From an optimization exercise on the open Yosys and OpenROAD flow, aimed at small area and a short achievable clock period; shortcuts taken in it are not production practice.
RTL that was checked went through simulation tests only; none was proved equivalent to the original.
The RTL of runs 1 to 3 and 7 was laid out without a check of its function.
Power and IR drop assume default switching activity.

## flow/run.sh

```bash
#!/bin/bash
# Standard ORFS layout with two changes: ports are buffered with the
# smallest buffer (the resizer still upsizes where timing needs it), and
# repair_timing aims for 7 ns of setup slack, so that the achieved period
# is pushed well below the 10 ns clock.
set -euo pipefail
bash standard.sh 'BUFFER_PORTS_ARGS=-buffer_cell sky130_fd_sc_hd__buf_1' SETUP_SLACK_MARGIN=7 finish > standard_flow.log 2>&1
```

## design.v

```verilog
package bmp_pkg;
  localparam int HEADER_WORDS = 14;
  localparam int GROUP_WORDS  = 3;
  localparam int SIZE_LO_WORD = 0;
  localparam int SIZE_HI_WORD = 1;
  typedef logic [31:0] word_t;
  typedef logic [23:0] pixel_t;
  typedef logic [1:0]  mode_t;
  typedef logic [31:0] count_t;
  localparam mode_t MODE_THRESHOLD  = 2'd1;
  localparam mode_t MODE_BRIGHTNESS = 2'd2;
  typedef logic [95:0] pixel_group_t;
endpackage
module bmp_filter
(
  input  logic       dut_if,
  input  logic       reset_ind,
  input  logic       in_valid,
  input  bmp_pkg::word_t      in_data,
  input  bmp_pkg::mode_t      mode,
  input  logic [7:0] proc_val,
  output logic       out_valid,
  output bmp_pkg::word_t      out_data,
  output logic       frame_done
);
  logic [4:0]  s;
  logic [29:0] cnt;       
  logic        lastf;     
  logic        thr;       
  logic        bri;       
  logic [9:0]  pv;        
  logic [31:0] h, t;
  logic        hv, tv;
  logic        h_pix, h_k0, h_k1;
  logic        t_pix, t_k0, t_k1;
  logic        cr;        
  logic pix, s0, s1, s01, last;
  assign pix  = s[4];
  assign s0   = (s == 5'd0);
  assign s1   = (s == 5'd1);
  assign s01  = (s[4:1] == 4'd0);          
  assign last = lastf && !s01;
  always_ff @(posedge dut_if) begin
    if (in_valid && s0) begin
      thr <= (mode == bmp_pkg::MODE_THRESHOLD);
      bri <= (mode == bmp_pkg::MODE_BRIGHTNESS);
      pv  <= {2'b00, proc_val};
    end else if (in_valid && s1 && thr) begin
      pv  <= ~(10'({pv[7:0], 1'b0}) + 10'(pv[7:0]) + 10'd2);
    end
  end
  logic        dec;
  logic [29:0] cnt_dec;
  always_comb begin
    logic [5:0] bz;
    logic       z;
    bz[0] = 1'b1;
    for (int k = 1; k < 6; k++) bz[k] = bz[k-1] && (cnt[6*(k-1) +: 6] == 6'd0);
    for (int k = 0; k < 5; k++) begin
      z = bz[k];
      for (int i = 0; i < 6; i++) begin
        cnt_dec[6*k+i] = cnt[6*k+i] ^ (dec && z);
        z = z && !cnt[6*k+i];
      end
    end
  end
  always_ff @(posedge dut_if) begin
    dec <= in_valid && !s01;
    cnt[13:0]  <= s0 ? {in_data[7:0], in_data[15:10]} : cnt_dec[13:0];
    cnt[29:14] <= s1 ? {in_data[23:16], in_data[31:24]} : cnt_dec[29:14];
    if (in_valid) lastf <= !s01 && (cnt[29:3] == 27'd0) && (cnt[2:0] == {2'b10, dec});
    if (reset_ind) begin
      s <= 5'd0;
    end else if (in_valid) begin
      if (last)                    s <= 5'd0;
      else if (s == 5'd13)         s <= 5'b10000;
      else if (pix && s[1])        s <= 5'b10000;
      else                         s <= s + 5'd1;
    end
  end
  logic [1:0] n, held;
  logic       pop_now, pop_in, pop, h_ld, t_ld;
  assign n       = 2'(hv) + 2'(tv);
  assign held    = pix ? s[1:0] : 2'd0;
  assign pop_now = hv && (n > held);
  assign pop_in  = hv && pix && s[1];
  assign pop     = pop_now || (pop_in && in_valid);
  assign h_ld    = pop_now || !hv || (pop_in && in_valid);
  assign t_ld    = pop_now || !hv || !tv || (pop_in && in_valid);
  function automatic logic ge1024(input logic [10:0] x, input logic [10:0] y,
                                  input logic [10:0] z);
    logic [10:0] s1, c1;
    logic [11:0] tt;
    s1 = x ^ y ^ z;
    c1 = (x & y) | (x & z) | (y & z);
    tt = 12'(s1) + {c1, 1'b0};
    ge1024 = tt[10];
  endfunction
  logic [9:0] nl;
  assign nl = pv;
  logic [7:0]  t3, t2, t1, t0;
  logic [10:0] tv11;
  logic        tq, t_thr;
  logic [31:0] hin;
  assign {t3, t2, t1, t0} = t;
  always_comb begin
    logic [7:0]  m, qs, qc, vs, vc;
    m    = t_k0 ? t3 : t0;
    qs   = t2 ^ t1 ^ nl[7:0];
    qc   = (t2 & t1) | (t2 & nl[7:0]) | (t1 & nl[7:0]);
    tq   = ge1024({1'b0, nl[9:8], qs}, {2'b00, qc, 1'b0}, 11'(m));
    m    = t_k1 ? t1 : 8'd0;
    vs   = t0 ^ m ^ nl[7:0];
    vc   = (t0 & m) | (t0 & nl[7:0]) | (m & nl[7:0]);
    tv11 = {1'b0, nl[9:8], vs} + {2'b00, vc, 1'b0};
  end
  assign t_thr = thr && t_pix;
  assign hin   = t_thr ? {t[31:12], tq, tv11} : t;
  logic [31:0] tin;
  assign tin = {in_valid ? in_data[31:16] : 16'd0, in_data[15:0]};
  always_ff @(posedge dut_if) begin
    if (h_ld) begin
      h <= hin;
      {h_pix, h_k0, h_k1} <= {t_pix, t_k0, t_k1};
    end
    if (t_ld) begin
      t <= tin;
      {t_pix, t_k0, t_k1} <=
        {pix, pix && s[1:0] == 2'd0, pix && s[0]};
    end
    if (reset_ind) begin
      hv <= 1'b0;
      tv <= 1'b0;
    end else begin
      if (h_ld) hv <= tv;
      if (t_ld) tv <= in_valid;
    end
  end
  logic u, hq;
  assign hq = h[11];
  assign u  = ge1024(h[10:0], 11'(t[31:24]), 11'(h_k0 ? t[23:16] : 8'd0));
  logic [7:0]  pe;
  logic [31:0] odata;
  assign pe = (bri && h_pix) ? pv[7:0] : 8'd0;
  always_comb begin
    for (int j = 0; j < 4; j++) begin
      logic [8:0] sum;
      sum = 9'(h[8*j +: 8]) + 9'(pe);
      if (sum[8] != pe[7]) odata[8*j +: 8] = {8{sum[8]}};
      else                 odata[8*j +: 8] = sum[7:0];
    end
    if (thr && h_pix)
      odata = {{8{h_k0 ? hq : cr}}, {8{h_k1 ? cr : hq}}, {8{h_k1 ? u : hq}},
               {8{(h_k0 || h_k1) ? u : hq}}};
  end
  always_ff @(posedge dut_if) begin
    out_data <= odata;
    if (pop) cr <= u;
    if (reset_ind) begin
      out_valid  <= 1'b0;
      frame_done <= 1'b0;
    end else begin
      out_valid  <= pop;
      frame_done <= out_valid && s0 && !hv && !tv;
    end
  end
endmodule
```

## constraint.sdc

```tcl
create_clock -name core_clock -period 10.0 [get_ports {dut_if}]
set_input_delay 2.0000 -clock core_clock [delete_from_list [all_inputs] [get_ports {dut_if}]]
set_output_delay 2.0000 -clock core_clock [all_outputs]
set_load 0.01 [all_outputs]
```

## standard.sh

```bash
#!/bin/bash
# synth_recipe.tcl (not shown) runs the flow's synth.tcl, then flattens the netlist and writes it again
# the make line also repeats each setting of config.mk as NAME=value (left out here)
make -C /OpenROAD-flow-scripts/flow DESIGN_CONFIG=/design/flow/config.mk WORK_HOME=/design/flow/orfs CLKGATE_MAP_FILE= SYNTH_SCRIPT=/design/flow/synth_recipe.tcl "${@:-finish}"
```

## config.mk

```make
export PLATFORM = sky130hd
export DESIGN_NAME = bmp_filter
export DESIGN_NICKNAME = bmp_filter
export VERILOG_FILES = /design/flow/design.v
export SDC_FILE = /design/flow/constraint.sdc
export NUM_CORES = 4
export LEC_CHECK = 0
export ABC_CLOCK_PERIOD_IN_PS = 2500
export CAP_MARGIN = 20
export CORE_MARGIN = 2
export CORE_UTILIZATION = 40
export CTS_BUF_LIST = sky130_fd_sc_hd__clkbuf_4 sky130_fd_sc_hd__clkbuf_8
export SLEW_MARGIN = 20
```

==> results_dict.tcl, run 1 <==
set metrics [dict create \
    path_clk_slew_ps 100 \
    grt_overflow_total 0 \
    timing_max_transition_violations_final 0 \
    ir_worst_vdd_mv 0.09612 \
    synth_enable_flop_cells 82 \
    n_fill_cell 2271 \
    post_dp_cell_area_um2 10110 \
    run_status "complete, no violations" \
    insertion_delay_ps 480 \
    min_period_over_period_pct 31.44 \
    antenna_found_initial 0 \
    mappedNetlistNets 1098 \
    clock_tree_from_tritoncts "done" \
    critical_path_peak_fanout 6 \
    fp-row-count 56 \
    timing.critical_path.to_type "flip-flop" \
    fmax_mhz 318.0 \
    setup.worst_path.class "reg -> reg" \
    chipWidth_um 157.7 \
    ys_ff_latch 156 \
    synth.cells.most_frequent "93 x nand2_1, 86 x inv_1, 82 x edfxtp_1" \
    max_slew_margin_pct 44.74 \
    netlist_area_um2 9448 \
    synth_ff_type "edfxtp_1" \
    final_design_area_no_fill_um2 10950 \
    numCtsBuffers 17 \
    crit_path_start_kind "flip-flop" \
    syn_to_final_growth_pct 15.88 \
    fin_setup_tns_ps 0 \
    grt_pass1_vias 6601 \
    yosys-top-cells-area "edfxtp_1 26%, dfxtp_1 16%, ha_1 10%" \
    avgViaCountPerCell 5.041 \
    synth.avg_cell_area_um2 10.05 \
    remaining_drc_errors 0 \
    count_of_vias_placed_by_the_detailed_router 6927 \
    worst_path_max_delay_cell "or4b_4" \
    cts.root.buffer_cell "clkbuf_8" \
    dieArea_um2 24860 \
    clock_sinks 156 \
    cellPowerDensity_nw_per_um2 193.5 \
    grt_usage_pct 18.81 \
    drt_pass1_iterations 5 \
    synth.largest_area_cell "edfxtp_1" \
    detail_route.wirelength_mm 22.77 \
    final_layout_size_suffix_gt1_share_pct 12.80 \
    report.power.total_mw 2.118 \
    post-route-min-period_ps 3144 \
    grt_max_degree 37 \
    gp_congestion 0.9005 \
    io_buffers 78 \
    detail-route-antenna-nets 0 \
    clock_path_buffers 2 \
    final.setup.worst_slack_ps 6856 \
    initial_utilization_pct 40.49 \
    cts_max_level 4 \
    critical_path_arrival_ps 3560 \
    synthCells 940 \
    ys_types 73 \
    fin_worst_skew_ps 15.77 \
    floorplan.core_area_um2 23330 \
    place.detailed.hpwl_mm 17.08 \
    cts_hold_buf 0 \
    final_net_count 1200 \
    die_height_um 157.7 \
    grt_first_pass_wirelength_mm 35.31 \
    timing_hold_violations_final 0 \
    worstPathRequired_ps 10410 \
    grt_setup_unrepaired "true" \
    detail_route.wl_per_cell_um 16.57 \
    setup_violators_final 0 \
    pin_count 79 \
    timing.critical_path.cells "buf_6, and2_4, fa_1, ha_4, nand4_1, nor3_4, and4bb_1, or4b_4, or3_4, o21ai_1" \
    post-place-ws_ps 6494 \
    async_flop_share_pct 0 \
    netlist.area_leader.share_pct 26.06 \
    hold_path.class "reg -> reg" \
    leakage_nw 4.709 \
    synthMostInstantiatedCell "nand2_1" \
    detail_route.iter0.violations 478 \
    synthesis.yosys.warnings 1 \
    insertedDiodeCount 0 \
    cap_viol_max_count 0 \
    max_slew.worst_pin.slew_ps 821.3 \
    crit_path_max_incr_delay_ps 530 \
    synth-seq-area-share_pct 41.74 \
]
kinds of logic (layout without fill, tap and decap cells):
family,count (synthesis),after routing,share of synthesized area (%)
AND/OR/NAND/NOR,274,274,15.34
AO/OA/AOI/OAI,219,219,14.09
flip-flops,156,156,41.74
adder cells (fa/ha/maj),113,113,17.83
buffers and inverters,110,225,4.423
XOR/XNOR,54,54,5.006
multiplexers,14,14,1.576
area by class of cell:
cell class	instances	area, um2	area share [%]
multi-input combinational	674	5316	48.56
sequential	156	3944	36.02
inverter	86	322.8	2.949
timing repair buffer	107	536.8	4.903
clock buffer	17	234.0	2.137
tap	319	399.1	3.646
clock inverter	15	195.2	1.783
layout by cell type (no fill, tap or decap), types with 26 or more instances in the layout:
cell      count
a21oi_1      47
and2_1       26
buf_1        66
buf_4        26
dfxtp_1      74
edfxtp_1     82
fa_1         35
ha_1         73
inv_1        85
nand2_1      90
nor2_1       48
o21ai_0      66
xnor2_1      36
worst paths after layout:
check | from | to | slack [ps] | cells past startpoint
worst min register to register | t[31] | h[31] | 470 | 0
worst min-delay path | t[31] | h[31] | 470 | 0
worst max-delay path | h_k0 | out_data[9] | 6860 | 10
worst max register to register | h_k0 | out_data[9] | 6860 | 10
metrics by stage:
stage	instances	hold slack [ps]	util [%]
floorplan	940	406.4	-
finish	1374	468.6	46.92
global placement	1317	466.1	43.35
detailed placement	1317	464.1	43.35
CTS	1363	468.3	45.99
global route	1374	501.8	46.92
where the power goes:
group	internal (mW)	leakage, nW	switching, mW
clock network	0.237	0.216	0.284
registers	0.778	1.50	0.0816
logic	0.336	2.99	0.402
total	1.35	4.71	0.767
flip-flops by register name, summed over array words and instances, names as in the netlist, 5 cells and up:
signal    cells
cnt          30
h            32
out_data     32
s             5
t            32
pv           10
worst max-delay path, delay by kind of cell (launching register included):
family | cells | cell delay (ps)
and+or+nand+nor | 6 | 1600
adders and majority gates | 2 | 820
AOI/OAI and AO/OA | 1 | 90
DFF | 1 | 420
buffers and inverters | 1 | 150
routing by layer:
| layer | routed length (um) | vias to the layer above | global-route usage (%) |
|---|---|---|---|
| met4 | 337 | 0 | 4.892 |
| met3 | 951 | 27 | 3.696 |
| met5 | 0 | - | 0 |
| met2 | 10780 | 142 | 31.14 |
| li1 | - | 3514 | - |
| met1 | 10690 | 3244 | 25.24 |
timing repair:
action | CTS | global route
pin swaps | 6 | 20
setup buffers | 14 | 11
resized for setup | 21 | 41
endpoints found under the setup margin | 27 | 41
==> run 2, diff against run 1 <==
==> flow/run.sh (replaced) <==
#!/bin/bash
# Standard ORFS layout with three changes: ports are buffered with the
# smallest buffer (the resizer still upsizes where timing needs it), clock
# tree synthesis adds no dummy loads, and repair_timing aims for 7 ns of
# setup slack, so that the achieved period is pushed well below the 10 ns
# clock.
set -euo pipefail
bash standard.sh 'BUFFER_PORTS_ARGS=-buffer_cell sky130_fd_sc_hd__buf_1' \
  'CTS_ARGS=-sink_clustering_enable -repair_clock_nets -dont_use_dummy_load -buf_list {sky130_fd_sc_hd__clkbuf_4 sky130_fd_sc_hd__clkbuf_8}' \
  SETUP_SLACK_MARGIN=7 finish > standard_flow.log 2>&1
--- a/config.mk
+++ b/config.mk
@@ -9,5 +9,5 @@
 export CAP_MARGIN = 20
 export CORE_MARGIN = 2
 export CORE_UTILIZATION = 40
-export CTS_BUF_LIST = sky130_fd_sc_hd__clkbuf_4 sky130_fd_sc_hd__clkbuf_8
+export GPL_TIMING_DRIVEN = 0
 export SLEW_MARGIN = 20
==> results_dict.tcl, run 2 <==
set metrics [dict create \
    run_status "complete, no violations" \
    fin_worst_skew_ps 32.80 \
    numCtsBuffers 17 \
    detail_route.iter0.violations 338 \
    remaining_drc_errors 0 \
    final_layout_size_suffix_gt1_share_pct 9.763 \
    max_slew_margin_pct 46.40 \
    worstPathRequired_ps 10360 \
    timing_hold_violations_final 0 \
    hold_path.class "reg -> reg" \
    synth.avg_cell_area_um2 10.05 \
    post-route-min-period_ps 3164 \
    final_design_area_no_fill_um2 10770 \
    timing.critical_path.to_type "flip-flop" \
    grt_setup_unrepaired "true" \
    grt_first_pass_wirelength_mm 35.79 \
    syn_to_final_growth_pct 14.04 \
    yosys-top-cells-area "edfxtp_1 26%, dfxtp_1 16%, ha_1 10%" \
    hold_path.startpoint "s[4]" \
    detail_route.wirelength_mm 22.66 \
    detail_route.wl_per_cell_um 16.49 \
    grt_overflow_total 0 \
    r2r_setup_slack_ps 6840 \
    floorplan.core_area_um2 23330 \
    regToRegEndpoint "out_data[10]" \
    critical_path_peak_fanout 6 \
    count_of_vias_placed_by_the_detailed_router 7015 \
    place.detailed.hpwl_mm 17.47 \
    synth.cells.most_frequent "93 x nand2_1, 86 x inv_1, 82 x edfxtp_1" \
    grt_max_degree 37 \
    r2r_start "h_k0" \
    ys_ff_latch 156 \
    path_clk_slew_ps 100 \
    insertion_delay_ps 460 \
    die_height_um 157.7 \
    grt_usage_pct 18.87 \
    setup_violators_final 0 \
    setup.worst_path.class "reg -> reg" \
    cap_viol_max_count 0 \
    chipWidth_um 157.7 \
    grt_pass1_vias 6762 \
    reg2regPathDepth 10 \
    crit_path_start_kind "flip-flop" \
    io_buffers 77 \
    avgViaCountPerCell 5.106 \
    netlist.area_leader.share_pct 26.06 \
    fp-row-count 56 \
    fmax_mhz 316.1 \
    min_period_over_period_pct 31.64 \
    initial_utilization_pct 40.49 \
    clock_path_buffers 2 \
    detail-route-antenna-nets 0 \
    synthesis.yosys.warnings 1 \
    cts_max_level 4 \
    cts_hold_buf 0 \
    largest_registers "h x32, out_data x32, t x32" \
    cts.root.buffer_cell "clkbuf_8" \
    leakage_nw 4.606 \
    synthCells 940 \
    clock_tree_from_tritoncts "done" \
    synth_enable_flop_cells 82 \
    clock_sinks 156 \
    pin_count 79 \
    async_flop_share_pct 0 \
    critical_path_arrival_ps 3530 \
    insertedDiodeCount 0 \
    final_net_count 1215 \
    timing.hold.worst_endpoint "t_pix" \
    hold_path_depth 0 \
    timing_max_transition_violations_final 0 \
    utilization_pct 46.18 \
    cellPowerDensity_nw_per_um2 178.3 \
    ys_types 73 \
    mappedNetlistNets 1098 \
    antenna_found_initial 0 \
    netlist_area_um2 9448 \
    drt_pass1_iterations 7 \
    gp_congestion 0.8656 \
    post_dp_cell_area_um2 10200 \
    max_slew.worst_pin.slew_ps 796.6 \
    leading_cell_types_in_the_layout_fill_and_taps_excluded "89 x nand2_1, 84 x inv_1, 82 x edfxtp_1" \
    fin_setup_tns_ps 0 \
    ir_worst_vdd_mv 0.07866 \
    synth_ff_type "edfxtp_1" \
    synth-seq-area-share_pct 41.74 \
    synth.largest_area_cell "edfxtp_1" \
    dieArea_um2 24860 \
    synthMostInstantiatedCell "nand2_1" \
    commonest_non_fill_non_tap_cell_in_the_layout "nand2_1" \
]
==> run 2: cell counts after synthesis <==
Identical to the previous run, type by type.
==> run 2: worst max path at each step <==
stage,from,slack [ps],to,cells past startpoint
floorplan,in_valid,6920,t[0],3
global placement,h_k0,6540,out_data[2],11
detailed placement,h_k0,6490,out_data[2],11
CTS,h_k0,6870,out_data[10],10
global route,h_k0,6720,out_data[10],10
finish,h_k0,6840,out_data[10],10
==> run 2: area by class of cell <==
cell class / count / area [um2]
clock buffer: 17 / 234.0
fill: 2255 / 12560
multi-input combinational: 675 / 5298
sequential: 156 / 3944
inverter: 86 / 322.8
timing repair buffer: 97 / 439.2
tap: 319 / 399.1
buffer: 24 / 137.6
==> run 2: cells by family (layout without fill, tap and decap cells) <==
group / after synthesis / after routing / synth area share, %
buffers and inverters: 110 / 224 / 4.423
and+or+nand+nor: 274 / 275 / 15.34
AOI/OAI and AO/OA: 219 / 219 / 14.09
muxes: 14 / 14 / 1.576
xor gates and xnor gates: 54 / 54 / 5.006
DFF: 156 / 156 / 41.74
adders and majority gates: 113 / 113 / 17.83
==> run 2: what timing repair did <==
item | CTS | global route
endpoints found under the setup margin | 26 | 44
pin swaps | 6 | 11
resized for setup | 21 | 34
setup buffers | 11 | 9
cloned | 0 | 1
==> run 2: metal layers <==
layer | vias to the layer above | track usage, % | share of wire (%)
met5 | - | 0 | 0
met4 | 0 | 6.753 | 2.2
met3 | 26 | 2.628 | 4.0
met2 | 147 | 30.29 | 46
met1 | 3321 | 26.06 | 48
li1 | 3521 | - | -
==> run 2: where the power goes <==
part	total, mW	internal [mW]	leakage [nW]	switching [mW]
Clock	0.351	0.150	0.122	0.201
Combinational	0.711	0.320	2.98	0.392
Sequential	0.859	0.779	1.50	0.0800
==> run 2: per-stage QoR <==
step                      power (mW)  instances  setup slack (ps)  hold WS [ps]
after global placement         1.518       1336              6536         411.2
after floorplan                1.356        940              6925         406.4
after CTS                      1.902       1364              6868         436.5
final                          1.921       1374              6836         435.9
after global routing           2.064       1374              6718         444.2
after detailed placement       1.529       1336              6489         417.7
==> run 2: worst max-delay path, stage by stage, from the launching register on <==
cell	delay [ps]
edfxtp_1	440
buf_8	160
and2_4	130
fa_1	480
ha_4	300
nand4_1	120
nor3_4	210
and4bb_1	210
or4b_4	550
or3_4	380
o21ai_1	90
==> run 3, diff against run 2 <==
--- a/design.v
+++ b/design.v
@@ -106,9 +106,9 @@
   always_comb begin
     logic [7:0]  m, qs, qc, vs, vc;
     m    = t_k0 ? t3 : t0;
-    qs   = t2 ^ t1 ^ nl[7:0];
-    qc   = (t2 & t1) | (t2 & nl[7:0]) | (t1 & nl[7:0]);
-    tq   = ge1024({1'b0, nl[9:8], qs}, {2'b00, qc, 1'b0}, 11'(m));
+    qs   = t2 ^ t1 ^ m;
+    qc   = (t2 & t1) | (t2 & m) | (t1 & m);
+    tq   = ge1024(11'(qs), {2'b00, qc, 1'b0}, 11'(nl));
     m    = t_k1 ? t1 : 8'd0;
     vs   = t0 ^ m ^ nl[7:0];
     vc   = (t0 & m) | (t0 & nl[7:0]) | (m & nl[7:0]);
@@ -136,9 +136,10 @@
       if (t_ld) tv <= in_valid;
     end
   end
-  logic u, hq;
+  logic ub, ul, hq;
   assign hq = h[11];
-  assign u  = ge1024(h[10:0], 11'(t[31:24]), 11'(h_k0 ? t[23:16] : 8'd0));
+  assign ub = ge1024(h[10:0], 11'(t[31:24]), 11'(t[23:16]));
+  assign ul = ge1024(h[10:0], 11'(t[31:24]), 11'd0);
   logic [7:0]  pe;
   logic [31:0] odata;
   assign pe = (bri && h_pix) ? pv[7:0] : 8'd0;
@@ -150,12 +151,12 @@
       else                 odata[8*j +: 8] = sum[7:0];
     end
     if (thr && h_pix)
-      odata = {{8{h_k0 ? hq : cr}}, {8{h_k1 ? cr : hq}}, {8{h_k1 ? u : hq}},
-               {8{(h_k0 || h_k1) ? u : hq}}};
+      odata = {{8{h_k0 ? hq : cr}}, {8{h_k1 ? cr : hq}}, {8{h_k1 ? ul : hq}},
+               {8{h_k0 ? ub : (h_k1 ? ul : hq)}}};
   end
   always_ff @(posedge dut_if) begin
     out_data <= odata;
-    if (pop) cr <= u;
+    if (pop) cr <= h_k0 ? ub : ul;
     if (reset_ind) begin
       out_valid  <= 1'b0;
       frame_done <= 1'b0;
==> results_dict.tcl, run 3 <==
set metrics [dict create \
    synth_ff_type "edfxtp_1" \
    numCtsBuffers 17 \
    grt_max_degree 37 \
    fin_setup_tns_ps 0 \
    max_slew.worst_pin.slew_ps 662.9 \
    final_net_count 1227 \
    pin_count 79 \
    max_slew_margin_pct 55.47 \
    synth.area.mux_share_pct 1.342 \
    synthMostInstantiatedCell "ha_1" \
    worst_path_max_delay_cell "nand3_2" \
    cap_viol_max_count 0 \
    crit_path_start_kind "input pin" \
    timing_hold_violations_final 0 \
    ys_types 67 \
    min_period_over_period_pct 30.36 \
    detail_route.wl_per_cell_um 16.44 \
    mappedNetlistNets 1110 \
    antenna_found_initial 0 \
    setup.worst_path.class "in -> reg" \
    synth.cells.most_frequent "91 x ha_1, 90 x inv_1, 82 x edfxtp_1" \
    cts_hold_buf 0 \
    yosys.area_share.adder_pct 20.20 \
    post-route-min-period_ps 3036 \
    synth_enable_flop_cells 82 \
    routedLengthMet1_mm 10.65 \
    synth.avg_cell_area_um2 10.24 \
    ys_ff_latch 156 \
    synthesis.yosys.warnings 1 \
    syn_to_final_growth_pct 13.65 \
    combinational_family_with_the_most_area_after_synthesis "adder cells" \
    largest_registers "h x32, out_data x32, t x32" \
    avgViaCountPerCell 5.031 \
    wl_met3_um 857 \
    count_of_vias_placed_by_the_detailed_router 6903 \
    leading_cell_types_in_the_layout_fill_and_taps_excluded "88 x ha_1, 86 x inv_1, 82 x edfxtp_1" \
    final_layout_size_suffix_gt1_share_pct 9.972 \
    ir_worst_vdd_mv 0.09579 \
    grt_setup_unrepaired "true" \
    report.power.total_mw 1.846 \
    chipWidth_um 158.9 \
    timing.critical_path.to_type "flip-flop" \
    cts.root.buffer_cell "clkbuf_8" \
    route.met2.wl_mm 10.78 \
    leakage_nw 4.724 \
    grt_pass1_vias 6718 \
    yosys-top-cells-area "edfxtp_1 26%, dfxtp_1 15%, ha_1 12%" \
    async_flop_share_pct 0 \
    synthCells 938 \
    timing_max_transition_violations_final 0 \
    run_status "complete, no violations" \
    final_design_area_no_fill_um2 10910 \
    clock_sinks 156 \
    synth-compound-area-share_pct 14.95 \
    worstPathRequired_ps 10030 \
    detail_route.wirelength_mm 22.56 \
    clock_path_buffers 2 \
    remaining_drc_errors 0 \
    critical_path_arrival_ps 3070 \
    detail-route-antenna-nets 0 \
    setup_violators_final 0 \
    yosys.area_share.xor_xnor_pct 4.653 \
    synth.largest_area_cell "edfxtp_1" \
    die_height_um 158.9 \
    post-place-ws_ps 6545 \
    synth-seq-area-share_pct 41.08 \
    insertedDiodeCount 0 \
    synthSimpleGateAreaFrac_pct 13.24 \
    place.detailed.hpwl_mm 17.20 \
    dieArea_um2 25260 \
    critical_path_peak_fanout 18 \
    netlist_area_um2 9600 \
    io_buffers 77 \
    fin_worst_skew_ps 33.18 \
    fmax_mhz 329.4 \
    grt_overflow_total 0 \
    dr.max_layer_used "met4" \
    insertion_delay_ps 450 \
    floorplan.core_area_um2 23540 \
    commonest_non_fill_non_tap_cell_in_the_layout "ha_1" \
    netlist.area_leader.share_pct 25.65 \
    initial_utilization_pct 40.78 \
    cellPowerDensity_nw_per_um2 169.2 \
    grt_usage_pct 18.32 \
    final.setup.worst_slack_ps 6964 \
    cts_max_level 4 \
    crit_path_max_incr_delay_ps 460 \
    hold_path.class "reg -> reg" \
    path_clk_slew_ps 70 \
    post_dp_cell_area_um2 10350 \
    detail_route.iter0.violations 373 \
    timing.critical_path.cells "buf_1, clkbuf_16, a31oi_4, nand3_2" \
    gp_congestion 0.8608 \
    fp-row-count 56 \
    grt_first_pass_wirelength_mm 36.02 \
    drt_pass1_iterations 7 \
    clock_tree_from_tritoncts "done" \
]
## run 3: cell count changes after synthesis, sizes merged, moves of 5 or more
cell    previous run  this run
nand2             94        67
maj3               0         8
a211oi            13         8
nor3              29        21
nor2              49        58
o21ai             88        79
a21o              12        29
nand3             12        18
ha                77        91
o41ai              0         5
## run 3: layout make-up
| cell class | instances | area (um2) |
|---|---|---|
| clock buffers | 17 | 234.0 |
| inverters | 90 | 337.8 |
| plain buffers | 22 | 133.9 |
| flip-flops and latches | 156 | 3944 |
| repair buffers | 97 | 442.9 |
| fillers | 2266 | 12630 |
| well taps | 319 | 399.1 |
| multi-input cells | 671 | 5419 |
## run 3: through the flow
step | cells | hold slack (ps) | utilization, %
6_report | 1372 | 473.0 | 46.34
5_1_grt | 1372 | 501.3 | 46.34
4_1_cts | 1365 | 473.6 | 45.60
3_5_place_dp | 1334 | 435.9 | 43.95
3_3_place_gp | 1334 | 437.3 | 43.95
2_1_floorplan | 938 | 406.4 | -
## run 3: cells by family after synthesis
logic type / count (synthesis)
AO/OA/AOI/OAI: 231
XOR/XNOR: 51
adder cells (fa/ha/maj): 135
buffers and inverters: 112
flip-flops: 156
multiplexers: 12
AND/OR/NAND/NOR: 241
## run 3: critical path: cells and delay by family
kind	cells	cell delay (ps)
AOI/OAI and AO/OA	1	310
buffers and inverters	2	290
and+or+nand+nor	1	460
## run 3: timing repair
action | CTS | global route
cloned | 0 | 1
gates resized for setup | 15 | 38
endpoints found under the setup margin | 34 | 53
buffers inserted | 14 | 6
pin swaps | 5 | 16
## run 3: power breakdown
part           switching (mW)  total [mW]  internal, mW
combinational           0.345       0.639         0.294
sequential             0.0799       0.857         0.777
clock                   0.200       0.350         0.150
## run 3: path summary, 6_finish.rpt
check / startpoint / endpoint / slack, ps / cells after the start
setup / recovery: in_valid / t_k0 / 6960 / 4
hold / removal: t[21] / h[21] / 470 / 0
setup reg to reg: t_k0 / h[11] / 7050 / 13
hold reg to reg: t[21] / h[21] / 470 / 0
## run 3: metal layers
layer,vias to the layer above,track usage (%)
li1,3530,-
met1,3216,24.92
met2,141,30.83
met3,16,3.370
met4,0,3.554
met5,-,0
==> run 4, diff against run 3 <==
--- a/design.v
+++ b/design.v
@@ -31,9 +31,10 @@
   logic [9:0]  pv;        
   logic [31:0] h, t;
   logic        hv, tv;
-  logic        h_pix, h_k0, h_k1;
-  logic        t_pix, t_k0, t_k1;
+  logic        h_pix, h_k0, h_k1, h_last;
+  logic        t_pix, t_k0, t_k1, t_last;
   logic        cr;        
+  logic        out_last;
   logic pix, s0, s1, s01, last;
   assign pix  = s[4];
   assign s0   = (s == 5'd0);
@@ -121,12 +122,12 @@
   always_ff @(posedge dut_if) begin
     if (h_ld) begin
       h <= hin;
-      {h_pix, h_k0, h_k1} <= {t_pix, t_k0, t_k1};
+      {h_pix, h_k0, h_k1, h_last} <= {t_pix, t_k0, t_k1, t_last};
     end
     if (t_ld) begin
       t <= tin;
-      {t_pix, t_k0, t_k1} <=
-        {pix, pix && s[1:0] == 2'd0, pix && s[0]};
+      {t_pix, t_k0, t_k1, t_last} <=
+        {pix, pix && s[1:0] == 2'd0, pix && s[0], last};
     end
     if (reset_ind) begin
       hv <= 1'b0;
@@ -156,13 +157,14 @@
   end
   always_ff @(posedge dut_if) begin
     out_data <= odata;
+    out_last <= h_last;
     if (pop) cr <= h_k0 ? ub : ul;
     if (reset_ind) begin
       out_valid  <= 1'b0;
       frame_done <= 1'b0;
     end else begin
       out_valid  <= pop;
-      frame_done <= out_valid && s0 && !hv && !tv;
+      frame_done <= out_valid && out_last;
     end
   end
 endmodule
--- a/config.mk
+++ b/config.mk
@@ -10,4 +10,5 @@
 export CORE_MARGIN = 2
 export CORE_UTILIZATION = 40
 export GPL_TIMING_DRIVEN = 0
+export PLACE_DENSITY = 0.75
 export SLEW_MARGIN = 20
==> results_dict.tcl, run 4 <==
set metrics [dict create \
    run_status "complete, no violations" \
    ys_ff_latch 159 \
    antenna_found_initial 0 \
    drt_pass1_iterations 5 \
    p_int_mw 1.265 \
    switchingPower_mw 0.6611 \
    syn_to_final_growth_pct 13.59 \
    reg2regPathDepth 10 \
    fin_worst_skew_ps 32.49 \
    power.combinational.fraction_pct 35.7 \
    insertion_delay_ps 450 \
    clockPowerShare_pct 18.3 \
    timing.critical_path.to_type "flip-flop" \
    post_dp_cell_area_um2 10140 \
    final-instance-count-excl-fill 1347 \
    cellPowerDensity_nw_per_um2 180.0 \
    timing.critical_path.buf_inv 2 \
    min_period_over_period_pct 30.23 \
    numCtsBuffers 17 \
    largest_registers "h x32, out_data x32, t x32" \
    critical_path_cell_count 10 \
    cts.root.buffer_cell "clkbuf_8" \
    grt_overflow_total 0 \
    critical_path_peak_fanout 4 \
    synth-seq-area-share_pct 42.71 \
    report.power.total_mw 1.926 \
    synth.avg_cell_area_um2 10.34 \
    post-route-min-period_ps 3023 \
    avgViaCountPerCell 5.122 \
    swShare_pct 34.32 \
    leading_cell_types_in_the_layout_fill_and_taps_excluded "88 x ha_1, 84 x edfxtp_1, 81 x inv_1" \
    timing_hold_violations_final 0 \
    floorplan.core_area_um2 23260 \
    count_of_vias_placed_by_the_detailed_router 6899 \
    io_buffers 77 \
    crit_path_start_kind "flip-flop" \
    ir_worst_vdd_mv 0.09099 \
    worst_path_max_delay_cell "fa_1" \
    cp_top_family "adder cells" \
    max_slew.worst_pin.slew_ps 549.5 \
    chipWidth_um 157.5 \
    synthMostInstantiatedCell "ha_1" \
    cts_max_level 4 \
    netlist.area_leader.share_pct 26.78 \
    grt_pass1_vias 6676 \
    worstPathRequired_ps 10190 \
    final_layout_size_suffix_gt1_share_pct 9.436 \
    final_design_area_no_fill_um2 10700 \
    max_slew_margin_pct 62.85 \
    async_flop_share_pct 0 \
    grt_setup_unrepaired "true" \
    timing_max_transition_violations_final 0 \
    synth.largest_area_cell "edfxtp_1" \
    gp_congestion 0.9322 \
    dp.cells 1307 \
    clock_sinks 159 \
    place.detailed.hpwl_mm 16.75 \
    ys_types 62 \
    fin_setup_tns_ps 0 \
    initial_utilization_pct 40.50 \
    insertedDiodeCount 0 \
    synth.cells.most_frequent "91 x ha_1, 84 x edfxtp_1, 84 x inv_1" \
    detail_route.iter0.violations 398 \
    clock_path_buffers 2 \
    path_clk_slew_ps 90 \
    yosys-top-cells-area "edfxtp_1 27%, dfxtp_1 16%, ha_1 12%" \
    hold_path_depth 0 \
    commonest_non_fill_non_tap_cell_in_the_layout "ha_1" \
    final_net_count 1202 \
    synth_ff_type "edfxtp_1" \
    netlist_area_um2 9420 \
    synthesis.yosys.warnings 1 \
    seqPwrFrac_pct 46.0 \
    detail_route.wl_per_cell_um 15.94 \
    n_fill_cell 2203 \
    critical_path_arrival_ps 3210 \
    fmax_mhz 330.8 \
    synthCells 911 \
    grt_first_pass_wirelength_mm 34.16 \
    mappedNetlistNets 1083 \
    setup.worst_path.class "reg -> reg" \
    dieArea_um2 24790 \
    timing.critical_path.cells "buf_4, buf_4, mux2_2, fa_1, fa_1, ha_4, a211oi_2, nand2_1, a31oi_1, a21oi_1" \
    clock_tree_from_tritoncts "done" \
    leakage_nw 4.573 \
    hold_path.class "reg -> reg" \
    die_height_um 157.5 \
    cts_hold_buf 0 \
    cap_viol_max_count 0 \
    detail_route.wirelength_mm 21.47 \
    grt_max_degree 38 \
    pin_count 79 \
    remaining_drc_errors 0 \
    detail-route-antenna-nets 0 \
    crit_path_max_incr_delay_ps 540 \
    setup_violators_final 0 \
    grt_usage_pct 18.01 \
    synth_enable_flop_cells 84 \
    fp-row-count 56 \
]
run 4: changes by cell type after synthesis, moves of 5 or more:
cell	change
xor2_1	+6
inv_1	-6
a31oi_1	-5
a21o_1	-8
a21oi_1	+13
nand2_1	+12
nor2_1	-9
nand3_1	-9
nor4_1	+6
run 4: area by class of cell:
cell class,instances,area (um2),share of cell area [%]
multi-input combinational,649,5162,48.25
sequential,159,4024,37.61
timing repair buffer,100,467.9,4.373
tap,319,399.1,3.730
inverter,85,319.1,2.982
clock buffer,17,234.0,2.187
buffer,18,93.84,0.8770
run 4: power groups by stage:
stage                     clock [mW]  combinational [mW]  sequential [mW]
final                          0.353               0.687            0.886
after global routing           0.386               0.785            0.898
after CTS                      0.361               0.661            0.886
after detailed placement           0               0.633            0.902
after global placement             0               0.606            0.900
after floorplan                    0               0.477            0.887
run 4: final timing paths:
check                             from        to  slack (ps)
worst max-delay path              t_k0     h[11]        6980
worst min-delay path            h_last  out_last         350
worst max register to register    t_k0     h[11]        6980
worst min register to register  h_last  out_last         350
run 4: per-stage QoR:
step           hold slack, ps  utilization, %  setup slack (ps)
2_1_floorplan           323.3               -              7022
3_3_place_gp            333.3           43.61              6250
3_5_place_dp            332.8           43.61              6206
4_1_cts                 353.0           45.35              7001
5_1_grt                 374.7           46.00              6941
6_report                352.6           46.00              6977
run 4: per-layer routing:
layer	up-vias	share of wire (%)	track usage [%]
met5	-	0	0
met4	0	2.7	5.887
met3	37	6.1	3.910
met2	207	46	29.22
met1	3230	45	23.97
li1	3425	-	-
run 4: logic make-up (layout without fill, tap and decap cells):
kind of cell | Yosys count | in the layout | share of synthesized area, %
AOI/OAI and AO/OA | 223 | 223 | 14.28
xor gates and xnor gates | 57 | 57 | 5.300
adders and majority gates | 131 | 131 | 20.16
buffers and inverters | 103 | 220 | 4.263
DFF | 159 | 159 | 42.71
muxes | 10 | 10 | 1.169
and+or+nand+nor | 228 | 228 | 12.11
run 4: timing repair:
item,CTS,global route
pin swaps,8,9
setup endpoints to repair,48,46
cloned,0,0
resized for setup,21,23
buffers inserted,13,10
run 4: worst reg2reg max path, delay by kind of cell, from the launching register on:
| kind | cells | cell delay (ps) |
|---|---|---|
| mux | 1 | 280 |
| fa+ha+maj | 3 | 1210 |
| compound gates | 3 | 440 |
| flops | 1 | 440 |
| simple gates | 1 | 70 |
| buf+inv | 2 | 320 |
==> run 5, diff against run 4 <==
--- a/config.mk
+++ b/config.mk
@@ -8,7 +8,6 @@
 export ABC_CLOCK_PERIOD_IN_PS = 2500
 export CAP_MARGIN = 20
 export CORE_MARGIN = 2
-export CORE_UTILIZATION = 40
+export CORE_UTILIZATION = 45
 export GPL_TIMING_DRIVEN = 0
-export PLACE_DENSITY = 0.75
 export SLEW_MARGIN = 20
==> results_dict.tcl, run 5 <==
set metrics [dict create \
    largest_registers "h x32, out_data x32, t x32" \
    fin_setup_tns_ps 0 \
    netlist.area_leader.share_pct 26.78 \
    netlist_area_um2 9420 \
    synth-compound-area-share_pct 14.28 \
    max_slew.worst_pin.slew_ps 602.7 \
    insertedDiodeCount 0 \
    drt_pass1_iterations 5 \
    grt_usage_pct 20.45 \
    clock_sinks 159 \
    timing_hold_violations_final 0 \
    remaining_drc_errors 0 \
    synth-seq-area-share_pct 42.71 \
    clock_tree_from_tritoncts "done" \
    cts.root.buffer_cell "clkbuf_8" \
    r2r_setup_slack_ps 6990 \
    synthSimpleGateAreaFrac_pct 12.11 \
    leakage_nw 4.552 \
    min_period_over_period_pct 30.10 \
    critical_path_arrival_ps 3220 \
    detail_route.wl_per_cell_um 16.63 \
    insertion_delay_ps 470 \
    gp_congestion 0.8630 \
    floorplan.core_area_um2 20360 \
    dieArea_um2 22110 \
    path_clk_slew_ps 100 \
    pin_count 79 \
    synth.area.mux_share_pct 1.169 \
    final-instance-count-excl-fill 1294 \
    synth.largest_area_cell "edfxtp_1" \
    grt_max_degree 38 \
    critical_path_peak_fanout 4 \
    hold_path.class "reg -> reg" \
    post-route-min-period_ps 3010 \
    timing_max_transition_violations_final 0 \
    yosys.area_share.adder_pct 20.16 \
    mappedNetlistNets 1083 \
    synth_ff_type "edfxtp_1" \
    crit_path_start_kind "flip-flop" \
    detail-route-antenna-nets 0 \
    grt_overflow_total 0 \
    grt_pass1_vias 6565 \
    final_layout_size_suffix_gt1_share_pct 9.277 \
    chipWidth_um 148.7 \
    synth.cells.most_frequent "91 x ha_1, 84 x edfxtp_1, 84 x inv_1" \
    synthMostInstantiatedCell "ha_1" \
    max_slew_margin_pct 59.26 \
    cellPowerDensity_nw_per_um2 181.6 \
    syn_to_final_growth_pct 13.14 \
    avgViaCountPerCell 5.210 \
    fp-row-count 52 \
    run_status "complete, no violations" \
    ys_ff_latch 159 \
    setup.worst_path.class "reg -> reg" \
    antenna_found_initial 0 \
    async_flop_share_pct 0 \
    initial_utilization_pct 46.26 \
    combinational_family_with_the_most_area_after_synthesis "adder cells" \
    die_height_um 148.7 \
    synthCells 911 \
    cap_viol_max_count 0 \
    final_net_count 1198 \
    numCtsBuffers 17 \
    grt_first_pass_wirelength_mm 34.43 \
    setup_violators_final 0 \
    detail_route.iter0.violations 396 \
    fin_worst_skew_ps 36.57 \
    ys_types 62 \
    io_buffers 77 \
    leading_cell_types_in_the_layout_fill_and_taps_excluded "87 x ha_1, 84 x edfxtp_1, 83 x inv_1" \
    timing.critical_path.to_type "flip-flop" \
    commonest_non_fill_non_tap_cell_in_the_layout "ha_1" \
    synth.avg_cell_area_um2 10.34 \
    cts_max_level 4 \
    place.detailed.hpwl_mm 16.67 \
    yosys.area_share.xor_xnor_pct 5.300 \
    worstPathRequired_ps 10210 \
    dp.cells 1258 \
    grt_setup_unrepaired "true" \
    fmax_mhz 332.2 \
    ir_worst_vdd_mv 0.07824 \
    synthesis.yosys.warnings 1 \
    yosys-top-cells-area "edfxtp_1 27%, dfxtp_1 16%, ha_1 12%" \
    synth_enable_flop_cells 84 \
    clock_path_buffers 2 \
    count_of_vias_placed_by_the_detailed_router 6742 \
    detail_route.wirelength_mm 21.52 \
]
## run 5: cell counts after synthesis
Identical to the previous run, type by type.
## run 5: final timing paths
check                           cells past startpoint        to    from
worst min register to register                      0  out_last  h_last
worst min-delay path                                0  out_last  h_last
worst max register to register                     10     h[11]    t_k0
worst max-delay path                               10     h[11]    t_k0
## run 5: per-stage QoR
step | util (%) | power [mW] | area (um2) | hold slack (ps) | setup slack [ps]
2_1_floorplan | - | 1.363 | 9457 | 323.3 | 7022
3_3_place_gp | 49.51 | 1.519 | 10080 | 328.3 | 6182
3_5_place_dp | 49.51 | 1.537 | 10080 | 328.6 | 6213
4_1_cts | 51.65 | 1.930 | 10520 | 352.1 | 6989
5_1_grt | 52.33 | 2.090 | 10660 | 362.3 | 6840
6_report | 52.33 | 1.935 | 10660 | 350.5 | 6990
## run 5: routing by layer
| metal | global-route usage (%) | up-vias | wire [um] |
|---|---|---|---|
| met5 | 0 | - | 0 |
| met4 | 7.476 | 0 | 525 |
| met3 | 3.957 | 30 | 852 |
| met2 | 33.45 | 155 | 10080 |
| met1 | 27.18 | 3142 | 10060 |
| li1 | - | 3415 | - |
## run 5: layout make-up
cell class	count	area (um2)
plain buffers	18	92.59
clock buffers	17	234.0
fillers	1898	9707
inverters	85	319.1
multi-input cells	649	5207
flip-flops and latches	159	4025
well taps	270	337.8
repair buffers	96	441.7
## run 5: kinds of logic (layout without fill, tap and decap cells)
family	after synthesis	in the layout
DFF	159	159
muxes	10	10
AOI/OAI and AO/OA	223	223
and+or+nand+nor	228	228
buffers and inverters	103	216
adders and majority gates	131	131
xor gates and xnor gates	57	57
## run 5: what timing repair did
action / in CTS / in global routing
setup buffers: 16 / 3
pin swaps: 9 / 15
hold buffers: 0 / 0
resized for setup: 23 / 26
setup endpoints to repair: 49 / 38
## run 5: report_power, final
part	internal, mW	leakage (nW)	switching [mW]
combinational	0.322	2.89	0.372
clock	0.150	0.122	0.206
sequential	0.798	1.54	0.0876
## run 5: critical path, cell delays in order (launching register included)
cell      delay [ps]
edfxtp_1         470
buf_6            160
buf_6            120
mux2_4           300
fa_1             470
fa_1             570
ha_4             210
a211oi_2         160
nand2_1           70
a31oi_1          140
a21oi_1           90
==> run 6, diff against run 5 <==
--- a/config.mk
+++ b/config.mk
@@ -8,6 +8,6 @@
 export ABC_CLOCK_PERIOD_IN_PS = 2500
 export CAP_MARGIN = 20
 export CORE_MARGIN = 2
-export CORE_UTILIZATION = 45
+export CORE_UTILIZATION = 40
 export GPL_TIMING_DRIVEN = 0
 export SLEW_MARGIN = 20
==> results_dict.tcl, run 6 <==
set metrics [dict create \
    yosys.area_share.xor_xnor_pct 5.300 \
    pin_count 79 \
    synth.avg_cell_area_um2 10.34 \
    fp-row-count 56 \
    drt_pass1_iterations 7 \
    final.setup.worst_slack_ps 7036 \
    final_design_area_no_fill_um2 10630 \
    ir_worst_vdd_mv 0.09720 \
    largest_registers "h x32, out_data x32, t x32" \
    setup_violators_final 0 \
    post_dp_cell_area_um2 10140 \
    gp_congestion 0.8699 \
    timing_hold_violations_final 0 \
    post-route-min-period_ps 2964 \
    floorplan.core_area_um2 23260 \
    grt_setup_unrepaired "true" \
    clock_sinks 159 \
    insertion_delay_ps 460 \
    ys_ff_latch 159 \
    detail-route-antenna-nets 0 \
    cap_viol_max_count 0 \
    avgViaCountPerCell 5.044 \
    synth-compound-area-share_pct 14.28 \
    detail_route.iter0.violations 309 \
    die_height_um 157.5 \
    cts_hold_buf 0 \
    syn_to_final_growth_pct 12.80 \
    chipWidth_um 157.5 \
    min_period_over_period_pct 29.64 \
    synth-seq-area-share_pct 42.71 \
    netlist.area_leader.share_pct 26.78 \
    antenna_found_initial 0 \
    dieArea_um2 24790 \
    grt_overflow_total 0 \
    netlist_area_um2 9420 \
    detail_route.wl_per_cell_um 15.93 \
    synth.cells.most_frequent "91 x ha_1, 84 x edfxtp_1, 84 x inv_1" \
    final_net_count 1194 \
    yosys.area_share.adder_pct 20.16 \
    synthMostInstantiatedCell "ha_1" \
    fmax_mhz 337.4 \
    cts.root.buffer_cell "clkbuf_8" \
    synthesis.yosys.warnings 1 \
    hold_path_depth 0 \
    setup.worst_path.class "reg -> reg" \
    commonest_non_fill_non_tap_cell_in_the_layout "ha_1" \
    async_flop_share_pct 0 \
    n_fill_cell 2277 \
    critical_path_arrival_ps 3140 \
    path_clk_slew_ps 90 \
    cellPowerDensity_nw_per_um2 179.1 \
    timing.critical_path.to_type "flip-flop" \
    yosys-top-cells-area "edfxtp_1 27%, dfxtp_1 16%, ha_1 12%" \
    grt_first_pass_wirelength_mm 34.09 \
    grt_max_degree 38 \
    hold_path.class "reg -> reg" \
    final_layout_size_suffix_gt1_share_pct 8.725 \
    leading_cell_types_in_the_layout_fill_and_taps_excluded "88 x ha_1, 84 x edfxtp_1, 81 x inv_1" \
    synthSimpleGateAreaFrac_pct 12.11 \
    cts_max_level 4 \
    remaining_drc_errors 0 \
    ys_types 62 \
    mappedNetlistNets 1083 \
    clock_tree_from_tritoncts "done" \
    post-place-ws_ps 6207 \
    crit_path_start_kind "flip-flop" \
    worstPathRequired_ps 10180 \
    reg2regPathDepth 13 \
    io_buffers 77 \
    combinational_family_with_the_most_area_after_synthesis "adder cells" \
    max_slew.worst_pin.slew_ps 530.4 \
    synth_enable_flop_cells 84 \
    numCtsBuffers 17 \
    synth_ff_type "edfxtp_1" \
    detail_route.wirelength_mm 21.33 \
    fin_setup_tns_ps 0 \
    run_status "complete, no violations" \
    count_of_vias_placed_by_the_detailed_router 6754 \
    synth.largest_area_cell "edfxtp_1" \
    place.detailed.hpwl_mm 16.83 \
    grt_usage_pct 18.16 \
    utilization_pct 45.68 \
    fin_worst_skew_ps 34.42 \
    synth.area.mux_share_pct 1.169 \
    critical_path_peak_fanout 6 \
    max_slew_margin_pct 64.14 \
    grt_pass1_vias 6525 \
    synthCells 911 \
    leakage_nw 4.530 \
    initial_utilization_pct 40.50 \
    clock_path_buffers 2 \
    insertedDiodeCount 0 \
    report.power.total_mw 1.903 \
    timing_max_transition_violations_final 0 \
]
run 6: final timing paths:
path | startpoint | slack, ps | to
worst max-delay path | t_k0 | 7040 | h[11]
worst min-delay path | h_last | 350 | out_last
worst max register to register | t_k0 | 7040 | h[11]
worst min register to register | h_last | 350 | out_last
run 6: critical path, cell delays in order (launching register included):
cell and delay, ps:
edfxtp_1 460, clkbuf_8 190, nand2_1 70, o21ai_2 70, fa_1 470, inv_1 50
fa_1 470, inv_1 40, ha_1 260, a41o_1 170, a21oi_1 140, nor2b_1 60
o2111ai_1 170, a21oi_1 90
run 6: through the flow:
step | std cells | hold slack [ps]
2_1_floorplan | 911 | 323.3
3_3_place_gp | 1307 | 329.6
3_5_place_dp | 1307 | 334.3
4_1_cts | 1335 | 357.3
5_1_grt | 1339 | 364.8
6_report | 1339 | 351.7
run 6: metal layers:
| metal | track usage, % | vias up | wire [um] |
|---|---|---|---|
| met2 | 30.26 | 142 | 10020 |
| met3 | 3.689 | 35 | 887 |
| met5 | 0 | - | 0 |
| met1 | 23.54 | 3168 | 9919 |
| met4 | 6.234 | 0 | 503 |
| li1 | - | 3409 | - |
run 6: power by group:
part / leakage (nW) / switching, mW / internal, mW
Clock: 0.122 / 0.202 / 0.150
Sequential: 1.54 / 0.0854 / 0.798
Combinational: 2.87 / 0.360 / 0.308
Total: 4.53 / 0.647 / 1.26
run 6: timing repair:
| action | 4_1_cts | 5_1_grt |
|---|---|---|
| setup buffers | 11 | 4 |
| hold endpoints to repair | 0 | 0 |
| endpoints found under the setup margin | 47 | 45 |
| pin swaps | 7 | 16 |
| resized for setup | 17 | 29 |
run 6: layout make-up:
cell class	instances	area [um2]	area share [%]
multi-input cells	649	5139	48.36
repair buffers	92	417.9	3.933
clock buffers	17	234.0	2.202
inverters	85	319.1	3.002
plain buffers	18	93.84	0.8831
flip-flops and latches	159	4024	37.87
well taps	319	399.1	3.756
run 6: cells by family after synthesis:
group,Yosys count
and+or+nand+nor,228
adders and majority gates,131
AOI/OAI and AO/OA,223
xor gates and xnor gates,57
DFF,159
muxes,10
buffers and inverters,103
==> run 7, diff against run 6 <==
--- a/design.v
+++ b/design.v
@@ -107,9 +107,9 @@
   always_comb begin
     logic [7:0]  m, qs, qc, vs, vc;
     m    = t_k0 ? t3 : t0;
-    qs   = t2 ^ t1 ^ m;
-    qc   = (t2 & t1) | (t2 & m) | (t1 & m);
-    tq   = ge1024(11'(qs), {2'b00, qc, 1'b0}, 11'(nl));
+    qs   = t2 ^ t1 ^ nl[7:0];
+    qc   = (t2 & t1) | (t2 & nl[7:0]) | (t1 & nl[7:0]);
+    tq   = ge1024({1'b0, nl[9:8], qs}, {2'b00, qc, 1'b0}, 11'(m));
     m    = t_k1 ? t1 : 8'd0;
     vs   = t0 ^ m ^ nl[7:0];
     vc   = (t0 & m) | (t0 & nl[7:0]) | (m & nl[7:0]);
==> results_dict.tcl, run 7 <==
set metrics [dict create \
    combinational_family_with_the_most_area_after_synthesis "adder cells" \
    report.power.total_mw 1.873 \
    cellPowerDensity_nw_per_um2 171.3 \
    clock_path_buffers 2 \
    n_fill_cell 2391 \
    run_status "complete, no violations" \
    gp_congestion 0.8803 \
    crit_path_start_kind "input pin" \
    hold_path.class "reg -> reg" \
    avgViaCountPerCell 5.097 \
    count_of_vias_placed_by_the_detailed_router 7085 \
    mappedNetlistNets 1131 \
    critical_path_peak_fanout 37 \
    power.combinational.fraction_pct 34.1 \
    utilization_pct 45.36 \
    insertedDiodeCount 0 \
    clock_sinks 159 \
    synthCells 959 \
    detail_route.wirelength_mm 22.86 \
    fmax_mhz 340.0 \
    commonest_non_fill_non_tap_cell_in_the_layout "inv_1" \
    path_clk_slew_ps 80 \
    p_int_mw 1.225 \
    synth.area.mux_share_pct 1.196 \
    fp-row-count 57 \
    worstPathRequired_ps 10070 \
    async_flop_share_pct 0 \
    post_dp_cell_area_um2 10480 \
    yosys.area_share.adder_pct 20.14 \
    final_layout_size_suffix_gt1_share_pct 6.942 \
    grt_setup_unrepaired "true" \
    yosys-top-cells-area "edfxtp_1 26%, dfxtp_1 15%, ha_1 12%" \
    post-route-min-period_ps 2941 \
    swShare_pct 34.59 \
    setup.worst_path.class "in -> reg" \
    fin_setup_tns_ps 0 \
    synth_ff_type "edfxtp_1" \
    netlist.area_leader.share_pct 25.93 \
    numCtsBuffers 17 \
    antenna_found_initial 0 \
    ys_ff_latch 159 \
    final_design_area_no_fill_um2 10940 \
    clockPowerShare_pct 19.0 \
    synthesis.yosys.warnings 1 \
    whs_ps 352.9 \
    syn_to_final_growth_pct 12.41 \
    timing_max_transition_violations_final 0 \
    largest_registers "h x32, out_data x32, t x32" \
    cts.root.buffer_cell "clkbuf_8" \
    leading_cell_types_in_the_layout_fill_and_taps_excluded "91 x inv_1, 90 x ha_1, 84 x edfxtp_1" \
    io_buffers 77 \
    synth.largest_area_cell "edfxtp_1" \
    yosys.area_share.xor_xnor_pct 4.862 \
    synth.avg_cell_area_um2 10.14 \
    ir_worst_vdd_mv 0.07263 \
    die_height_um 160.0 \
    grt_max_degree 38 \
    cts_hold_buf 0 \
    synth.cells.most_frequent "93 x inv_1, 91 x ha_1, 84 x edfxtp_1" \
    clock_tree_from_tritoncts "done" \
    grt_pass1_vias 6914 \
    dieArea_um2 25580 \
    timing.critical_path.to_type "flip-flop" \
    synthMostInstantiatedCell "inv_1" \
    synth_enable_flop_cells 84 \
    seqPwrFrac_pct 47.0 \
    detail_route.wl_per_cell_um 16.45 \
    pin_count 79 \
    leakage_nw 4.647 \
    max_slew.worst_pin.slew_ps 640.8 \
    setup_violators_final 0 \
    final_net_count 1240 \
    switchingPower_mw 0.6481 \
    initial_utilization_pct 40.36 \
    grt_overflow_total 0 \
    ys_types 67 \
    drt_pass1_iterations 4 \
    synth-compound-area-share_pct 14.57 \
    synthSimpleGateAreaFrac_pct 13.30 \
    grt_usage_pct 18.24 \
    min_period_over_period_pct 29.41 \
    remaining_drc_errors 0 \
    max_slew_margin_pct 56.88 \
    grt_first_pass_wirelength_mm 36.39 \
    netlist_area_um2 9728 \
    fin_worst_skew_ps 41.00 \
    chipWidth_um 160.0 \
    synth-seq-area-share_pct 41.36 \
    cap_viol_max_count 0 \
    floorplan.core_area_um2 24110 \
    place.detailed.hpwl_mm 17.66 \
    critical_path_arrival_ps 3010 \
    insertion_delay_ps 460 \
    detail-route-antenna-nets 0 \
    cts_max_level 4 \
    detail_route.iter0.violations 359 \
    timing_hold_violations_final 0 \
]
-- run 7: cell count changes in the layout (fill, tap and decap cells not counted), sizes merged, moves of 4 or more --
cell	delta
nor3	+4
a211oi	+4
nand3b	+4
o21ai	-4
nand3	+9
mux2i	+4
maj3	+6
or3	+4
a21o	-4
clkbuf	+4
inv	+8
-- run 7: kinds of logic (layout without fill, tap and decap cells) --
logic type                 Yosys count  in the layout
xor gates and xnor gates            54             54
and+or+nand+nor                    250            251
adders and majority gates          137            137
AOI/OAI and AO/OA                  230            230
muxes                               11             11
DFF                                159            159
buffers and inverters              118            224
-- run 7: cell type report --
class                           count  area (um2)  area share, %
Tap cell                          324       405.4          3.707
Timing Repair Buffer               89       382.9          3.501
Inverter                           94       354.1          3.238
Sequential cell                   159        4024          36.80
Clock buffer                       17       234.0          2.140
Buffer                             24       126.4          1.156
Multi-Input combinational cell    683        5409          49.46
-- run 7: per-stage QoR --
step / worst slack [ps] / instances
2_1_floorplan: 6896 / 959
3_3_place_gp: 6515 / 1360
3_5_place_dp: 6475 / 1360
4_1_cts: 6983 / 1381
5_1_grt: 6897 / 1390
6_report: 7059 / 1390
-- run 7: metal layers --
metal / global-route usage [%] / share of wire (%) / routed length, um / up-vias
met5: 0 / 0 / 0 / -
li1: - / - / - / 3611
met2: 29.56 / 46 / 10480 / 164
met1: 24.94 / 48 / 10890 / 3283
met3: 3.351 / 4.4 / 998 / 27
met4: 5.569 / 2.2 / 498 / 0
-- run 7: power groups by stage --
stage | registers (mW) | clock network (mW) | logic [mW]
2_1_floorplan | 0.873 | 0 | 0.456
3_3_place_gp | 0.894 | 0 | 0.599
3_5_place_dp | 0.895 | 0 | 0.609
4_1_cts | 0.880 | 0.370 | 0.623
5_1_grt | 0.891 | 0.394 | 0.733
6_report | 0.880 | 0.355 | 0.638
-- run 7: worst paths after layout --
kind / start / end / slack (ps) / cells after the start
setup / recovery: in_valid / h[28] / 7060 / 4
hold / removal: h_last / out_last / 350 / 0
setup reg to reg: pv[3] / h[9] / 7080 / 10
hold reg to reg: h_last / out_last / 350 / 0
-- run 7: what timing repair did --
action,4_1_cts,5_1_grt
gates resized for setup,14,23
endpoints found under the hold margin,0,0
cloned,0,1
setup endpoints to repair,51,74
pin swaps,2,9
setup buffers,4,8
-- run 7: critical path, cell delays in order --
cell and delay [ps]:
buf_1 130, clkbuf_16 190, a31oi_4 340, nand2_4 350
==> run 8, diff against run 7 <==
--- a/design.v
+++ b/design.v
@@ -107,9 +107,9 @@
   always_comb begin
     logic [7:0]  m, qs, qc, vs, vc;
     m    = t_k0 ? t3 : t0;
-    qs   = t2 ^ t1 ^ nl[7:0];
-    qc   = (t2 & t1) | (t2 & nl[7:0]) | (t1 & nl[7:0]);
-    tq   = ge1024({1'b0, nl[9:8], qs}, {2'b00, qc, 1'b0}, 11'(m));
+    qs   = t2 ^ t1 ^ m;
+    qc   = (t2 & t1) | (t2 & m) | (t1 & m);
+    tq   = ge1024(11'(qs), {2'b00, qc, 1'b0}, 11'(nl));
     m    = t_k1 ? t1 : 8'd0;
     vs   = t0 ^ m ^ nl[7:0];
     vc   = (t0 & m) | (t0 & nl[7:0]) | (m & nl[7:0]);
==> flow/run.sh (replaced) <==
#!/bin/bash
# Standard ORFS layout with three changes: ports are buffered with the
# smallest buffer (the resizer still upsizes where timing needs it), clock
# tree synthesis adds no dummy loads, and repair_timing aims for 6.9 ns of
# setup slack, so that the achieved period is pushed well below the 10 ns
# clock.
set -euo pipefail
bash standard.sh 'BUFFER_PORTS_ARGS=-buffer_cell sky130_fd_sc_hd__buf_1' \
  'CTS_ARGS=-sink_clustering_enable -repair_clock_nets -dont_use_dummy_load -buf_list {sky130_fd_sc_hd__clkbuf_4 sky130_fd_sc_hd__clkbuf_8}' \
  SETUP_SLACK_MARGIN=6.9 finish > standard_flow.log 2>&1
==> results_dict.tcl, run 8 <==
set metrics [dict create \
    run_status "complete, no violations" \
    hold_path.startpoint "h_last" \
    clock_tree_from_tritoncts "done" \
    timing_hold_violations_final 0 \
    cap_viol_max_count 0 \
    insertion_delay_ps 450 \
    place.detailed.hpwl_mm 16.85 \
    timing.critical_path.to_type "flip-flop" \
    dp.cells 1307 \
    worst_path_max_delay_cell "fa_1" \
    avgViaCountPerCell 5.022 \
    worst_path_most_repeated_cell "fa_1" \
    fp-row-count 56 \
    initial_utilization_pct 40.50 \
    setup_violators_final 0 \
    dr.max_layer_used "met4" \
    fin_worst_skew_ps 35.27 \
    routedLengthMet1_mm 9.983 \
    fin_setup_tns_ps 0 \
    worstPathRequired_ps 10170 \
    post_dp_cell_area_um2 10130 \
    antenna_found_initial 0 \
    clock_sinks 159 \
    gp_congestion 0.8590 \
    max_slew_margin_pct 59.18 \
    cts.root.buffer_cell "clkbuf_8" \
    chipWidth_um 157.5 \
    n_fill_cell 2283 \
    netlist.area_leader.share_pct 26.78 \
    detail_route.wirelength_mm 21.57 \
    dieArea_um2 24790 \
    setup.worst_path.class "reg -> reg" \
    detail-route-antenna-nets 0 \
    synth_enable_flop_cells 84 \
    regToRegEndpoint "h[11]" \
    timing.critical_path.cells "buf_4, mux2_2, fa_1, fa_1, ha_1, a211oi_2, nand2_1, a31oi_1, a21oi_1" \
    hold_path_depth 0 \
    async_flop_share_pct 0 \
    utilization_pct 45.48 \
    detail_route.iter0.violations 291 \
    synth.largest_area_cell "edfxtp_1" \
    count_of_vias_placed_by_the_detailed_router 6730 \
    die_height_um 157.5 \
    ys_types 62 \
    post-route-min-period_ps 3078 \
    max_slew.worst_pin.slew_ps 608.6 \
    cellPowerDensity_nw_per_um2 179.9 \
    commonest_non_fill_non_tap_cell_in_the_layout "ha_1" \
    detail_route.wl_per_cell_um 16.09 \
    route.met2.wl_mm 10.31 \
    final.setup.worst_slack_ps 6922 \
    reg2regPathDepth 9 \
    critical_path_peak_fanout 4 \
    grt_overflow_total 0 \
    grt_usage_pct 17.77 \
    timing.hold.worst_endpoint "out_last" \
    multi_input_area_um2 5101 \
    grt_setup_unrepaired "true" \
    synth_ff_type "edfxtp_1" \
    critical_path_arrival_ps 3250 \
    path_clk_slew_ps 90 \
    final_design_area_no_fill_um2 10580 \
    yosys-top-cells-area "edfxtp_1 27%, dfxtp_1 16%, ha_1 12%" \
    grt_pass1_vias 6427 \
    ir_worst_vdd_mv 0.08654 \
    post-place-ws_ps 6236 \
    grt_first_pass_wirelength_mm 33.28 \
    final_net_count 1195 \
    wl_met3_um 878 \
    leading_cell_types_in_the_layout_fill_and_taps_excluded "90 x ha_1, 84 x edfxtp_1, 83 x inv_1" \
    synth.avg_cell_area_um2 10.34 \
    largest_registers "h x32, out_data x32, t x32" \
    netlist_area_um2 9420 \
    insertedDiodeCount 0 \
    leakage_nw 4.523 \
    whs_ps 387.1 \
    grt_max_degree 38 \
    io_buffers 77 \
    synthCells 911 \
    cts_max_level 4 \
    numCtsBuffers 17 \
    final_layout_size_suffix_gt1_share_pct 7.835 \
    report.power.total_mw 1.904 \
    hold_path.class "reg -> reg" \
    r2r_setup_slack_ps 6920 \
    crit_path_max_incr_delay_ps 520 \
    floorplan.core_area_um2 23260 \
    drt_pass1_iterations 4 \
    crit_path_start_kind "flip-flop" \
    cts_hold_buf 0 \
    remaining_drc_errors 0 \
    synth-seq-area-share_pct 42.71 \
    register_area_um2 4024 \
    clock_path_buffers 2 \
    fmax_mhz 324.9 \
    timing_max_transition_violations_final 0 \
    min_period_over_period_pct 30.78 \
    r2r_start "t_k0" \
    pin_count 79 \
    syn_to_final_growth_pct 12.30 \
    final-instance-count-excl-fill 1340 \
    mappedNetlistNets 1083 \
    synth.cells.most_frequent "91 x ha_1, 84 x edfxtp_1, 84 x inv_1" \
    synthesis.yosys.warnings 1 \
    ys_ff_latch 159 \
    synthMostInstantiatedCell "ha_1" \
]
-- run 8: cell families (layout without fill, tap and decap cells) --
logic type	count (synthesis)	in the layout	share of synthesized area, %
buffers and inverters	103	213	4.263
DFF	159	159	42.71
xor gates and xnor gates	57	57	5.300
adders and majority gates	131	131	20.16
muxes	10	10	1.169
and+or+nand+nor	228	228	12.11
AOI/OAI and AO/OA	223	223	14.28
-- run 8: area by class of cell --
class / instances / area share (%)
tap: 319 / 3.773
clock buffer: 17 / 2.212
multi-input combinational: 649 / 48.22
buffer: 18 / 0.8634
sequential: 159 / 38.04
timing repair buffer: 93 / 3.879
inverter: 85 / 3.016
-- run 8: power breakdown --
part	internal (mW)	total [mW]	leakage, nW	switching (mW)
clock network	0.150	0.353	0.122	0.203
logic	0.304	0.667	2.86	0.364
registers	0.798	0.884	1.54	0.0854
total	1.25	1.90	4.52	0.652
-- run 8: how the worst max path moves through the flow --
stage	from	slack, ps	end
floorplan	in_valid	6960	t[0]
global placement	in_valid	6240	pv[3]
detailed placement	in_valid	6240	pv[0]
CTS	t_k0	6720	h[11]
global route	t_k0	6800	h[11]
finish	t_k0	6920	h[11]
-- run 8: repair_timing --
action / in CTS / in global routing
endpoints found under the setup margin: 38 / 44
pin swaps: 1 / 14
buffers inserted: 4 / 12
endpoints found under the hold margin: 0 / 0
gates resized for setup: 9 / 24
-- run 8: worst max-delay path: cells and delay by family (launching register included) --
family	cells	cell delay (ps)
flip-flops	1	450
buffers and inverters	1	180
AND/OR/NAND/NOR	1	80
multiplexers	1	340
adder cells (fa/ha/maj)	3	1310
AO/OA/AOI/OAI	3	460
-- run 8: layer usage --
layer	up-vias	track usage [%]
met3	25	3.497
met4	0	5.714
met5	-	0
met1	3161	22.77
met2	126	30.21
li1	3418	-

## port drivers added, routing unchanged
The flow's constraints put no driver on any port. The routed layouts listed below were extracted and timed again, unchanged, in two steps. Step 1: set_driving_cell puts a clkbuf_16 on dut_if and a buf_2 on each other input, an assumption about the parent block. Step 2, shift: input delay + t, output delay - t, t = (earliest + latest rising clock arrival at the registers) / 2. This alone moves slack from input paths to output paths. Slacks: ideal ports / drivers / drivers and shift; pairs: ideal ports / drivers.
run | t (ns) | setup WS [ns] | worst setup path after step 2 | pins driven straight from the clock port
run 1 | 0.510 | 6.856 / 6.856 / 6.584 | input to register | 1
run 2 | 0.485 | 6.836 / 6.836 / 6.518 | input to register | 1
run 3 | 0.475 | 6.964 / 6.984 / 6.509 | input to register | 1
run 4 | 0.477 | 6.977 / 6.977 / 6.668 | input to register | 1
run 5 | 0.496 | 6.990 / 6.990 / 6.631 | input to register | 1
run 6 | 0.478 | 7.036 / 7.028 / 6.657 | input to register | 1
run 7 | 0.481 | 7.059 / 7.039 / 6.597 | input to register | 1
run 8 | 0.480 | 6.922 / 6.922 / 6.550 | input to register | 1
After both steps every run listed still meets setup and hold. For run 7, which loses most, drivers alone change the setup slack by -0.020 ns; drivers and shift together by -0.462 ns.
